Source: an optimization exercise on an open RTL-to-GDS flow (aim: a short achievable clock period and few clock cycles per item). Production flows keep margins and buffers that such runs may drop. Function was checked by simulation only, so behaviour that the tests miss may differ from the original.

==> inputs of trial 56 <==
==> flow/design.v <==
`timescale 1ns/1ps
`default_nettype none
package sdcache_pkg;
  localparam int ADDR_W = 24;         
  localparam int DATA_W = 32;         
  localparam int BE_W   = DATA_W/8;   
  localparam int BYTE_W   = 8;               
  localparam int WORD_LSB = 2;               
  typedef logic [ADDR_W-1:0] addr_t;
  typedef logic [DATA_W-1:0] word_t;
  typedef logic [BE_W-1:0]   be_t;
  typedef logic [BYTE_W-1:0] byte_t;
  typedef enum logic [2:0] {
    INIT,          
    IDLE,          
    WRITE_BLOCK,   
    READ_BLOCK,    
    WAIT,          
    SET_TAG        
  } ctrl_state_t;
endpackage
`default_nettype wire
`timescale 1ns/1ps
`default_nettype none
module sdcache_top #(
  parameter  int CACHE_DEPTH = 8,
  parameter  int BLOCK_BYTES = 64,
  localparam int BLK_W = sdcache_pkg::ADDR_W - $clog2(BLOCK_BYTES)
) (
  input  wire              i_rrst_x,
  input  wire              clka,
  input  wire              i_ren,
  input  sdcache_pkg::be_t i_wen,
  input  sdcache_pkg::addr_t i_addr,
  input  sdcache_pkg::word_t i_wdata,
  output sdcache_pkg::word_t o_rdata,
  output logic             o_busy,
  output logic             o_dev_req,
  output logic             o_dev_rw,
  output logic [BLK_W-1:0] o_dev_blk,
  input  wire              i_dev_rd_en,
  input  sdcache_pkg::byte_t i_dev_rd_data,
  output logic             o_dev_wr_valid,
  output sdcache_pkg::byte_t o_dev_wr_data,
  input  wire              i_dev_wr_take
);
  localparam int OFF_W = $clog2(BLOCK_BYTES);         
  localparam int IDX_W = $clog2(CACHE_DEPTH);         
  localparam int TAG_W = sdcache_pkg::ADDR_W - OFF_W - IDX_W;
  localparam int WPB   = BLOCK_BYTES / 4;             
  localparam int WB_W  = $clog2(WPB);                 
  localparam int NW    = CACHE_DEPTH * WPB;           
  localparam int NW_W  = $clog2(NW);
  localparam int LINE_BITS = BLOCK_BYTES * 8;
  logic [NW*32-1:0]  ram;                  
  logic [TAG_W-1:0]  tag_q   [CACHE_DEPTH];
  logic [CACHE_DEPTH-1:0] valid_q, dirty_q;
  logic [LINE_BITS-1:0] lb_q;              
  logic [WPB-1:0]    psel_q;               
  logic              rd_pend_q;            
  logic              rd_pend2_q;           
  logic [IDX_W-1:0]  lbl_q;                
  logic              lbok_q;               
  logic              wbst_q;               
  logic              wv_q;                 
  logic              fill_q;               
  logic [OFF_W-1:0]  cnt_q;                
  sdcache_pkg::addr_t a_q;
  logic              wr_q;
  sdcache_pkg::be_t  be_q;
  sdcache_pkg::word_t wd_q;
  logic [sdcache_pkg::ADDR_W-3:0] ta_q;    
  logic              pv_q;                 
  logic [NW-1:0]     wp_dec_q;             
  logic [CACHE_DEPTH*4-1:0] wp_be_q;       
  sdcache_pkg::word_t wp_data_q [CACHE_DEPTH];   
  logic [IDX_W-1:0]  w_idx;
  logic [TAG_W-1:0]  w_tag;
  logic [CACHE_DEPTH-1:0] w_match;
  logic              w_hit, w_phit, w_wbneed, w_req, w_wr, w_acc, w_miss;
  assign w_idx = i_addr[OFF_W +: IDX_W];
  assign w_tag = i_addr[sdcache_pkg::ADDR_W-1 -: TAG_W];
  always_comb begin
    for (int l = 0; l < CACHE_DEPTH; l++) begin
      w_match[l] = valid_q[l] & (tag_q[l] == w_tag);
    end
  end
  assign w_hit    = w_match[w_idx];
  assign w_wbneed = valid_q[w_idx] & dirty_q[w_idx];
  assign w_phit   = pv_q & lbok_q & (i_addr[sdcache_pkg::ADDR_W-1:2] == ta_q);
  assign w_wr     = |i_wen;
  assign w_req    = i_ren | w_wr;
  assign w_acc    = ~o_busy & w_req;
  assign w_miss   = w_acc & ~w_hit;
  logic [NW*32-1:0]  w_ram_nx;
  sdcache_pkg::word_t w_lbw;
  logic [WPB-1:0]    w_oh, w_sel;
  always_comb begin
    w_ram_nx = ram;
    for (int w = 0; w < NW; w++) begin
      for (int b = 0; b < 4; b++) begin
        if (wp_dec_q[w] && wp_be_q[4*(w/WPB) + b]) begin
          w_ram_nx[32*w + 8*b +: 8] = wp_data_q[w/WPB][8*b +: 8];
        end
      end
    end
  end
  always_comb begin
    w_lbw = '0;
    for (int w = 0; w < WPB; w++) begin
      w_lbw = w_lbw | (lb_q[32*w +: 32] & {32{psel_q[w]}});
    end
  end
  always_comb begin
    for (int w = 0; w < WPB; w++) begin
      w_oh[w] = (i_addr[2 +: WB_W] == WB_W'(w));
    end
    w_sel = {w_oh[WPB-2:0], w_oh[WPB-1]};
  end
  logic              w_fbyte, w_flast, w_merge, w_take, w_tlast;
  sdcache_pkg::byte_t w_fdata;
  assign w_fbyte = fill_q & i_dev_rd_en;
  assign w_flast = (cnt_q == OFF_W'(BLOCK_BYTES-1));
  assign w_merge = wr_q & (cnt_q[OFF_W-1:2] == a_q[2 +: WB_W]) & be_q[cnt_q[1:0]];
  assign w_fdata = w_merge ? wd_q[8*cnt_q[1:0] +: 8] : i_dev_rd_data;
  assign w_take  = wv_q & i_dev_wr_take;
  assign w_tlast = w_take & w_flast;
  sdcache_pkg::word_t rdata_q;             
  sdcache_pkg::word_t w_rd_nx, w_rd_nx_c;
  logic              w_rd_ld, w_rd_cap;
  assign w_rd_ld  = w_acc | rd_pend2_q;
  assign w_rd_cap = w_fbyte & (cnt_q[OFF_W-1:2] == a_q[2 +: WB_W]);
  always_comb begin
    w_rd_nx   = rdata_q;
    w_rd_nx_c = o_rdata;
    if (w_rd_ld) begin
      w_rd_nx   = w_lbw;
      w_rd_nx_c = w_lbw;
    end else if (w_rd_cap) begin
      w_rd_nx[8*cnt_q[1:0] +: 8]   = i_dev_rd_data;
      w_rd_nx_c[8*cnt_q[1:0] +: 8] = i_dev_rd_data;
    end
  end
  always_ff @(posedge clka) begin
    if (!i_rrst_x) begin
      o_busy         <= 1'b0;
      o_dev_req      <= 1'b0;
      o_dev_wr_valid <= 1'b0;
      wv_q           <= 1'b0;
      rd_pend_q      <= 1'b0;
      rd_pend2_q     <= 1'b0;
      wbst_q         <= 1'b0;
      fill_q         <= 1'b0;
      pv_q           <= 1'b0;
      wp_be_q        <= '0;
      valid_q        <= '0;
      dirty_q        <= '0;
    end else begin
      o_dev_req <= 1'b0;
      rd_pend_q <= 1'b0;
      rd_pend2_q <= rd_pend_q;
      wbst_q    <= 1'b0;
      wp_be_q   <= '0;
      if (w_acc) begin
        o_busy    <= ~((w_wr & w_hit) | (~w_wr & w_phit));
        rd_pend_q <= ~w_wr & w_hit & ~w_phit;
        pv_q      <= (i_addr[2 +: WB_W] != WB_W'(WPB-1));
        valid_q[w_idx] <= 1'b1;
        dirty_q[w_idx] <= w_wr | (w_hit & dirty_q[w_idx]);
        for (int l = 0; l < CACHE_DEPTH; l++) begin
          wp_be_q[4*l +: 4] <= (w_idx == IDX_W'(l)) ? (i_wen & {4{w_hit}}) : 4'b0000;
        end
        if (w_miss) begin
          o_dev_req <= 1'b1;
          wbst_q    <= w_wbneed;
          fill_q    <= ~w_wbneed;
        end
      end
      if (rd_pend2_q) begin
        o_busy <= 1'b0;
      end
      o_dev_wr_valid <= wbst_q | (wv_q & ~w_tlast);
      wv_q           <= wbst_q | (o_dev_wr_valid & ~w_tlast);
      if (w_tlast) begin
        o_dev_req      <= 1'b1;
        fill_q         <= 1'b1;
      end
      if (w_fbyte) begin
        for (int l = 0; l < CACHE_DEPTH; l++) begin
          wp_be_q[4*l +: 4] <= (a_q[OFF_W +: IDX_W] == IDX_W'(l)) ? (sdcache_pkg::be_t'(1) << cnt_q[1:0]) : 4'b0000;
        end
        if (w_flast) begin
          fill_q <= 1'b0;
          o_busy <= 1'b0;
        end
      end
    end
  end
  always_ff @(posedge clka) begin
    if (w_acc) begin
      a_q  <= i_addr;
      wr_q <= w_wr;
      be_q <= i_wen;
      wd_q <= i_wdata;
      ta_q <= {i_addr[sdcache_pkg::ADDR_W-1:OFF_W], i_addr[2 +: WB_W] + 1'b1};
      tag_q[w_idx] <= w_tag;
      for (int w = 0; w < NW; w++) begin
        wp_dec_q[w] <= (i_addr[2 +: NW_W] == NW_W'(w));
      end
      wp_data_q[w_idx] <= i_wdata;
      lbl_q     <= w_idx;
      lbok_q    <= w_miss | (w_idx == lbl_q);
    end
    o_dev_rw  <= w_miss & w_wbneed;
    o_dev_blk <= !w_miss ? a_q[sdcache_pkg::ADDR_W-1:OFF_W] :
                 w_wbneed ? {tag_q[w_idx], w_idx} : i_addr[sdcache_pkg::ADDR_W-1:OFF_W];
    if (w_miss) begin
      cnt_q <= '0;
    end else if (w_fbyte || w_take) begin
      cnt_q <= cnt_q + 1'b1;
    end
    if (w_fbyte) begin
      lb_q <= {w_fdata, lb_q[LINE_BITS-1:8]};
    end else if (w_take) begin
      lb_q <= {8'h00, lb_q[LINE_BITS-1:8]};
    end else if (!fill_q && !wv_q) begin
      lb_q <= w_ram_nx[LINE_BITS*lbl_q +: LINE_BITS];
    end
    if (w_acc) begin
      psel_q <= w_sel;
    end else if (rd_pend_q) begin
      psel_q <= {psel_q[0], psel_q[WPB-1:1]};
    end else if (rd_pend2_q) begin
      psel_q <= {psel_q[WPB-2:0], psel_q[WPB-1]};
      lbok_q <= 1'b1;
    end
    if (fill_q) begin
      for (int w = 0; w < NW; w++) begin
        wp_dec_q[w] <= ({a_q[OFF_W +: IDX_W], cnt_q[OFF_W-1:2]} == NW_W'(w));
      end
      wp_data_q[a_q[OFF_W +: IDX_W]] <= {4{w_fdata}};
    end
    o_rdata <= w_rd_nx;
    rdata_q <= w_rd_nx_c;
    ram <= w_ram_nx;
  end
  logic [CACHE_DEPTH-1:0] wbl_q;           
  sdcache_pkg::byte_t w_wb0;
  always_comb begin
    w_wb0 = '0;
    for (int l = 0; l < CACHE_DEPTH; l++) begin
      w_wb0 = w_wb0 | (w_ram_nx[LINE_BITS*l +: 8] & {8{wbl_q[l]}});
    end
  end
  always_ff @(posedge clka) begin
    if (w_miss) begin
      for (int l = 0; l < CACHE_DEPTH; l++) begin
        wbl_q[l] <= (w_idx == IDX_W'(l));
      end
    end
  end
  always_ff @(posedge clka) begin
    if (!fill_q && !wv_q) begin
      o_dev_wr_data <= w_wb0;
    end else if (w_take) begin
      o_dev_wr_data <= lb_q[15:8];
    end else begin
      o_dev_wr_data <= lb_q[7:0];
    end
  end
endmodule
`default_nettype wire
==> flow/run.sh <==
#!/bin/bash
# synth_recipe.tcl (not shown) runs the flow's synth.tcl, then flattens the netlist and writes it again
# the make line also repeats each setting of config.mk as NAME=value (left out here)
make -C /OpenROAD-flow-scripts/flow DESIGN_CONFIG=/design/flow/config.mk WORK_HOME=/design/flow/orfs CLKGATE_MAP_FILE= SYNTH_SCRIPT=/design/flow/synth_recipe.tcl finish
==> flow/config.mk <==
export PLATFORM = sky130hd
export DESIGN_NAME = sdcache_top
export DESIGN_NICKNAME = sdcache_top
export VERILOG_FILES = /design/flow/design.v
export SDC_FILE = /design/flow/constraint.sdc
export NUM_CORES = 4
export LEC_CHECK = 0
export ABC_CLOCK_PERIOD_IN_PS = 2500
export CAP_MARGIN = 20
export CORE_MARGIN = 2
export CORE_UTILIZATION = 64
export CTS_CLUSTER_DIAMETER = 100
export CTS_CLUSTER_SIZE = 40
export PLACE_DENSITY = 0.74
export SETUP_SLACK_MARGIN = 3.3
export SLEW_MARGIN = 20
export SYNTH_MEMORY_MAX_BITS = 8192
==> flow/constraint.sdc <==
create_clock -name core_clock -period 6.0 [get_ports {clka}]
set_input_delay 1.2000 -clock core_clock [delete_from_list [all_inputs] [get_ports {clka}]]
set_output_delay 1.2000 -clock core_clock [all_outputs]
set_load 0.01 [all_outputs]
==> inputs of trial 7, as changes to trial 56 <==
==> flow/design.v, changed modules only <==
module sdcache_top #(
  parameter  int CACHE_DEPTH = 8,
  parameter  int BLOCK_BYTES = 64,
  localparam int BLK_W = sdcache_pkg::ADDR_W - $clog2(BLOCK_BYTES)
) (
  input  wire              i_rrst_x,
  input  wire              clka,
  input  wire              i_ren,
  input  sdcache_pkg::be_t i_wen,
  input  sdcache_pkg::addr_t i_addr,
  input  sdcache_pkg::word_t i_wdata,
  output sdcache_pkg::word_t o_rdata,
  output logic             o_busy,
  output logic             o_dev_req,
  output logic             o_dev_rw,
  output logic [BLK_W-1:0] o_dev_blk,
  input  wire              i_dev_rd_en,
  input  sdcache_pkg::byte_t i_dev_rd_data,
  output logic             o_dev_wr_valid,
  output sdcache_pkg::byte_t o_dev_wr_data,
  input  wire              i_dev_wr_take
);
  localparam int OFF_W = $clog2(BLOCK_BYTES);         
  localparam int IDX_W = $clog2(CACHE_DEPTH);         
  localparam int TAG_W = sdcache_pkg::ADDR_W - OFF_W - IDX_W;
  localparam int WPB   = BLOCK_BYTES / 4;             
  localparam int WB_W  = $clog2(WPB);                 
  localparam int NW    = CACHE_DEPTH * WPB;           
  localparam int NW_W  = $clog2(NW);
  localparam int LINE_BITS = BLOCK_BYTES * 8;
  logic [NW*32-1:0]  ram;                  
  logic [TAG_W-1:0]  tag_q   [CACHE_DEPTH];
  logic [CACHE_DEPTH-1:0] valid_q, dirty_q;
  logic [LINE_BITS-1:0] lb_q;              
  logic [WPB-1:0]    psel_q;               
  logic              rd_pend_q;            
  logic              wbst_q;               
  logic              fill_q;               
  logic [OFF_W-1:0]  cnt_q;                
  sdcache_pkg::addr_t a_q;
  logic              wr_q;
  sdcache_pkg::be_t  be_q;
  sdcache_pkg::word_t wd_q;
  logic [sdcache_pkg::ADDR_W-3:0] ta_q;    
  logic              pv_q;                 
  logic [NW-1:0]     wp_dec_q;             
  sdcache_pkg::be_t  wp_be_q;
  sdcache_pkg::word_t wp_data_q;
  logic [IDX_W-1:0]  w_idx;
  logic [TAG_W-1:0]  w_tag;
  logic [CACHE_DEPTH-1:0] w_match;
  logic              w_hit, w_phit, w_wbneed, w_req, w_wr, w_acc, w_miss;
  assign w_idx = i_addr[OFF_W +: IDX_W];
  assign w_tag = i_addr[sdcache_pkg::ADDR_W-1 -: TAG_W];
  always_comb begin
    for (int l = 0; l < CACHE_DEPTH; l++) begin
      w_match[l] = valid_q[l] & (tag_q[l] == w_tag);
    end
  end
  assign w_hit    = w_match[w_idx];
  assign w_wbneed = valid_q[w_idx] & dirty_q[w_idx];
  assign w_phit   = pv_q & (i_addr[sdcache_pkg::ADDR_W-1:2] == ta_q);
  assign w_wr     = |i_wen;
  assign w_req    = i_ren | w_wr;
  assign w_acc    = ~o_busy & w_req;
  assign w_miss   = w_acc & ~w_hit;
  logic [NW*32-1:0]  w_ram_nx;
  sdcache_pkg::word_t w_lbw;
  logic [WPB-1:0]    w_oh, w_sel;
  always_comb begin
    w_ram_nx = ram;
    for (int w = 0; w < NW; w++) begin
      for (int b = 0; b < 4; b++) begin
        if (wp_dec_q[w] && wp_be_q[b]) begin
          w_ram_nx[32*w + 8*b +: 8] = wp_data_q[8*b +: 8];
        end
      end
    end
  end
  always_comb begin
    w_lbw = '0;
    for (int w = 0; w < WPB; w++) begin
      w_lbw = w_lbw | (lb_q[32*w +: 32] & {32{psel_q[w]}});
    end
  end
  always_comb begin
    for (int w = 0; w < WPB; w++) begin
      w_oh[w] = (i_addr[2 +: WB_W] == WB_W'(w));
    end
    w_sel = (i_ren & w_hit & ~w_phit) ? w_oh : {w_oh[WPB-2:0], w_oh[WPB-1]};
  end
  logic              w_fbyte, w_flast, w_merge, w_take, w_tlast;
  sdcache_pkg::byte_t w_fdata;
  assign w_fbyte = fill_q & i_dev_rd_en;
  assign w_flast = (cnt_q == OFF_W'(BLOCK_BYTES-1));
  assign w_merge = wr_q & (cnt_q[OFF_W-1:2] == a_q[2 +: WB_W]) & be_q[cnt_q[1:0]];
  assign w_fdata = w_merge ? wd_q[8*cnt_q[1:0] +: 8] : i_dev_rd_data;
  assign w_take  = o_dev_wr_valid & i_dev_wr_take;
  assign w_tlast = w_take & w_flast;
  always_ff @(posedge clka) begin
    if (!i_rrst_x) begin
      o_busy         <= 1'b0;
      o_dev_req      <= 1'b0;
      o_dev_wr_valid <= 1'b0;
      rd_pend_q      <= 1'b0;
      wbst_q         <= 1'b0;
      fill_q         <= 1'b0;
      pv_q           <= 1'b0;
      wp_dec_q       <= '0;
      valid_q        <= '0;
      dirty_q        <= '0;
    end else begin
      o_dev_req <= 1'b0;
      rd_pend_q <= 1'b0;
      wbst_q    <= 1'b0;
      wp_dec_q  <= '0;
      if (w_acc) begin
        o_busy    <= ~((w_wr & w_hit) | (~w_wr & w_phit));
        rd_pend_q <= ~w_wr & w_hit & ~w_phit;
        pv_q      <= (i_addr[2 +: WB_W] != WB_W'(WPB-1));
        valid_q[w_idx] <= 1'b1;
        dirty_q[w_idx] <= w_wr | (w_hit & dirty_q[w_idx]);
        for (int w = 0; w < NW; w++) begin
          wp_dec_q[w] <= w_wr & w_hit & (i_addr[2 +: NW_W] == NW_W'(w));
        end
        if (w_miss) begin
          o_dev_req <= 1'b1;
          o_dev_rw  <= w_wbneed;
          wbst_q    <= w_wbneed;
          fill_q    <= ~w_wbneed;
        end
      end
      if (rd_pend_q) begin
        o_busy <= 1'b0;
      end
      if (wbst_q) begin
        o_dev_wr_valid <= 1'b1;
      end
      if (w_tlast) begin
        o_dev_wr_valid <= 1'b0;
        o_dev_req      <= 1'b1;
        o_dev_rw       <= 1'b0;
        fill_q         <= 1'b1;
      end
      if (w_fbyte) begin
        for (int w = 0; w < NW; w++) begin
          wp_dec_q[w] <= ({a_q[OFF_W +: IDX_W], cnt_q[OFF_W-1:2]} == NW_W'(w));
        end
        if (w_flast) begin
          fill_q <= 1'b0;
          o_busy <= 1'b0;
        end
      end
    end
  end
  always_ff @(posedge clka) begin
    if (w_acc) begin
      a_q  <= i_addr;
      wr_q <= w_wr;
      be_q <= i_wen;
      wd_q <= i_wdata;
      ta_q <= {i_addr[sdcache_pkg::ADDR_W-1:OFF_W], i_addr[2 +: WB_W] + 1'b1};
      tag_q[w_idx] <= w_tag;
      wp_be_q   <= i_wen;
      wp_data_q <= i_wdata;
    end
    if (w_miss) begin
      o_dev_blk <= w_wbneed ? {tag_q[w_idx], w_idx} : i_addr[sdcache_pkg::ADDR_W-1:OFF_W];
    end else if (w_tlast) begin
      o_dev_blk <= a_q[sdcache_pkg::ADDR_W-1:OFF_W];
    end
    if (w_miss) begin
      cnt_q <= '0;
    end else if (w_fbyte || w_take) begin
      cnt_q <= cnt_q + 1'b1;
    end
    if (w_acc) begin
      lb_q <= w_ram_nx[LINE_BITS*w_idx +: LINE_BITS];
    end else if (w_fbyte) begin
      lb_q <= {w_fdata, lb_q[LINE_BITS-1:8]};
    end else if (w_take) begin
      lb_q <= {8'h00, lb_q[LINE_BITS-1:8]};
    end
    if (w_acc) begin
      psel_q <= w_sel;
    end else if (rd_pend_q) begin
      psel_q <= {psel_q[WPB-2:0], psel_q[WPB-1]};
    end
    if (w_fbyte) begin
      wp_be_q   <= sdcache_pkg::be_t'(1) << cnt_q[1:0];
      wp_data_q <= {4{w_fdata}};
    end
    if ((w_acc && !w_wr && w_phit) || rd_pend_q) begin
      o_rdata <= w_lbw;
    end else if (w_fbyte && (cnt_q[OFF_W-1:2] == a_q[2 +: WB_W])) begin
      o_rdata[8*cnt_q[1:0] +: 8] <= i_dev_rd_data;
    end
    ram <= w_ram_nx;
  end
  assign o_dev_wr_data = lb_q[7:0];
endmodule
--- a/flow/config.mk
+++ b/flow/config.mk
@@ -10,7 +10,5 @@
 export CORE_MARGIN = 2
-export CORE_UTILIZATION = 64
-export CTS_CLUSTER_DIAMETER = 100
-export CTS_CLUSTER_SIZE = 40
-export PLACE_DENSITY = 0.74
-export SETUP_SLACK_MARGIN = 3.3
+export CORE_UTILIZATION = 60
+export PLACE_DENSITY = 0.72
+export SETUP_SLACK_MARGIN = 3.2
 export SLEW_MARGIN = 20
==> inputs of build 91, as changes to trial 56 <==
--- a/flow/design.v
+++ b/flow/design.v
@@ -73,3 +73,3 @@
   logic              pv_q;                 
-  logic [NW-1:0]     wp_dec_q;             
+  logic [WPB-1:0]    wp_dec_q;             
   logic [CACHE_DEPTH*4-1:0] wp_be_q;       
@@ -101,3 +101,3 @@
       for (int b = 0; b < 4; b++) begin
-        if (wp_dec_q[w] && wp_be_q[4*(w/WPB) + b]) begin
+        if (wp_dec_q[w%WPB] && wp_be_q[4*(w/WPB) + b]) begin
           w_ram_nx[32*w + 8*b +: 8] = wp_data_q[w/WPB][8*b +: 8];
@@ -206,4 +206,4 @@
       tag_q[w_idx] <= w_tag;
-      for (int w = 0; w < NW; w++) begin
-        wp_dec_q[w] <= (i_addr[2 +: NW_W] == NW_W'(w));
+      for (int w = 0; w < WPB; w++) begin
+        wp_dec_q[w] <= (i_addr[2 +: WB_W] == WB_W'(w));
       end
@@ -236,5 +236,5 @@
     end
-    if (fill_q) begin
-      for (int w = 0; w < NW; w++) begin
-        wp_dec_q[w] <= ({a_q[OFF_W +: IDX_W], cnt_q[OFF_W-1:2]} == NW_W'(w));
+    if (w_fbyte) begin
+      for (int w = 0; w < WPB; w++) begin
+        wp_dec_q[w] <= (cnt_q[OFF_W-1:2] == WB_W'(w));
       end
@@ -246,20 +246,5 @@
   end
-  logic [CACHE_DEPTH-1:0] wbl_q;           
-  sdcache_pkg::byte_t w_wb0;
-  always_comb begin
-    w_wb0 = '0;
-    for (int l = 0; l < CACHE_DEPTH; l++) begin
-      w_wb0 = w_wb0 | (w_ram_nx[LINE_BITS*l +: 8] & {8{wbl_q[l]}});
-    end
-  end
-  always_ff @(posedge clka) begin
-    if (w_miss) begin
-      for (int l = 0; l < CACHE_DEPTH; l++) begin
-        wbl_q[l] <= (w_idx == IDX_W'(l));
-      end
-    end
-  end
   always_ff @(posedge clka) begin
     if (!fill_q && !wv_q) begin
-      o_dev_wr_data <= w_wb0;
+      o_dev_wr_data <= w_ram_nx[LINE_BITS*lbl_q +: 8];
     end else if (w_take) begin
--- a/flow/config.mk
+++ b/flow/config.mk
@@ -10,7 +10,5 @@
 export CORE_MARGIN = 2
-export CORE_UTILIZATION = 64
-export CTS_CLUSTER_DIAMETER = 100
-export CTS_CLUSTER_SIZE = 40
-export PLACE_DENSITY = 0.74
-export SETUP_SLACK_MARGIN = 3.3
+export CORE_UTILIZATION = 60
+export PLACE_DENSITY = 0.72
+export SETUP_SLACK_MARGIN = 3.2
 export SLEW_MARGIN = 20
==> results.cfg <==
[yosys]
synth_compound_area_share_pct = 3.80

[outcome]
outcome = stopped before the end
first-error = [ERROR GRT-0232] Routing congestion too high. Check the congestion heatmap in the GUI.
lastStage = global routing (5_1_grt)

[grt]
use_met2_pct = 90.1
grt_max_degree = 142
global_route.usage.met1_pct = 79.0
[end of results for trial 56]
==> results.cfg <==
[yosys]
synth_compound_area_share_pct = 14.3

[outcome]
outcome = no timing/DRC/antenna violations

[place]
dp_slack_ns = 0.694
place_area_um2 = 202000

[grt]
use_met2_pct = 65.2
global_route.usage.met1_pct = 56.0
grt_max_degree = 143
[end of results for trial 7]
==> results.cfg <==
[grt]
global_route.usage.met1_pct = 62.4
use_met2_pct = 70.7

[yosys]
avgSynthCellArea_um2 = 13.8
synth_compound_area_share_pct = 3.03

[outcome]
outcome = no timing/DRC/antenna violations
[end of results for build 91]
Testbench counts of trial 56, summed over its fixed seeds: cycles 281,853, requests 20,000.
Testbench counts of trial 7, summed over its fixed seeds: cycles 281,332, requests 20,000.
Testbench counts of build 91, summed over its fixed seeds: cycles 281,853, requests 20,000.

==> static timing again, ports no longer ideal <==
The flow's constraints put no driver on any port. The routed layouts listed below were extracted and timed again, unchanged, in two steps. Step 1: set_driving_cell puts a clkbuf_16 on clka and a buf_2 on each other input, an assumption about the parent block. Step 2 times the ports against the registers' clock, not the clock port: input delays grow and output delays shrink by t, the midpoint of the rising clock arrivals with the driver on. Three values: no drivers, after step 1, after step 2; two values: the first two.
run | t, ns | setup WS [ns] | hold WS [ns] | slew at the worst register clock pin (ns) | worst data-port slew with drivers (ns)
trial 7 | 1.163 | 2.855 / 2.858 / 1.786 | 0.470 / 0.392 / 0.470 | 0.07 / 0.07 | 0.09
build 91 | 1.216 | 2.980 / 2.918 / 1.833 | 0.421 / 0.401 / 0.421 | 0.08 / 0.08 | 0.22
After both steps setup and hold are still met in every run listed. For build 91, which loses most, drivers alone change the setup slack by -0.062 ns; drivers and shift together by -1.147 ns.
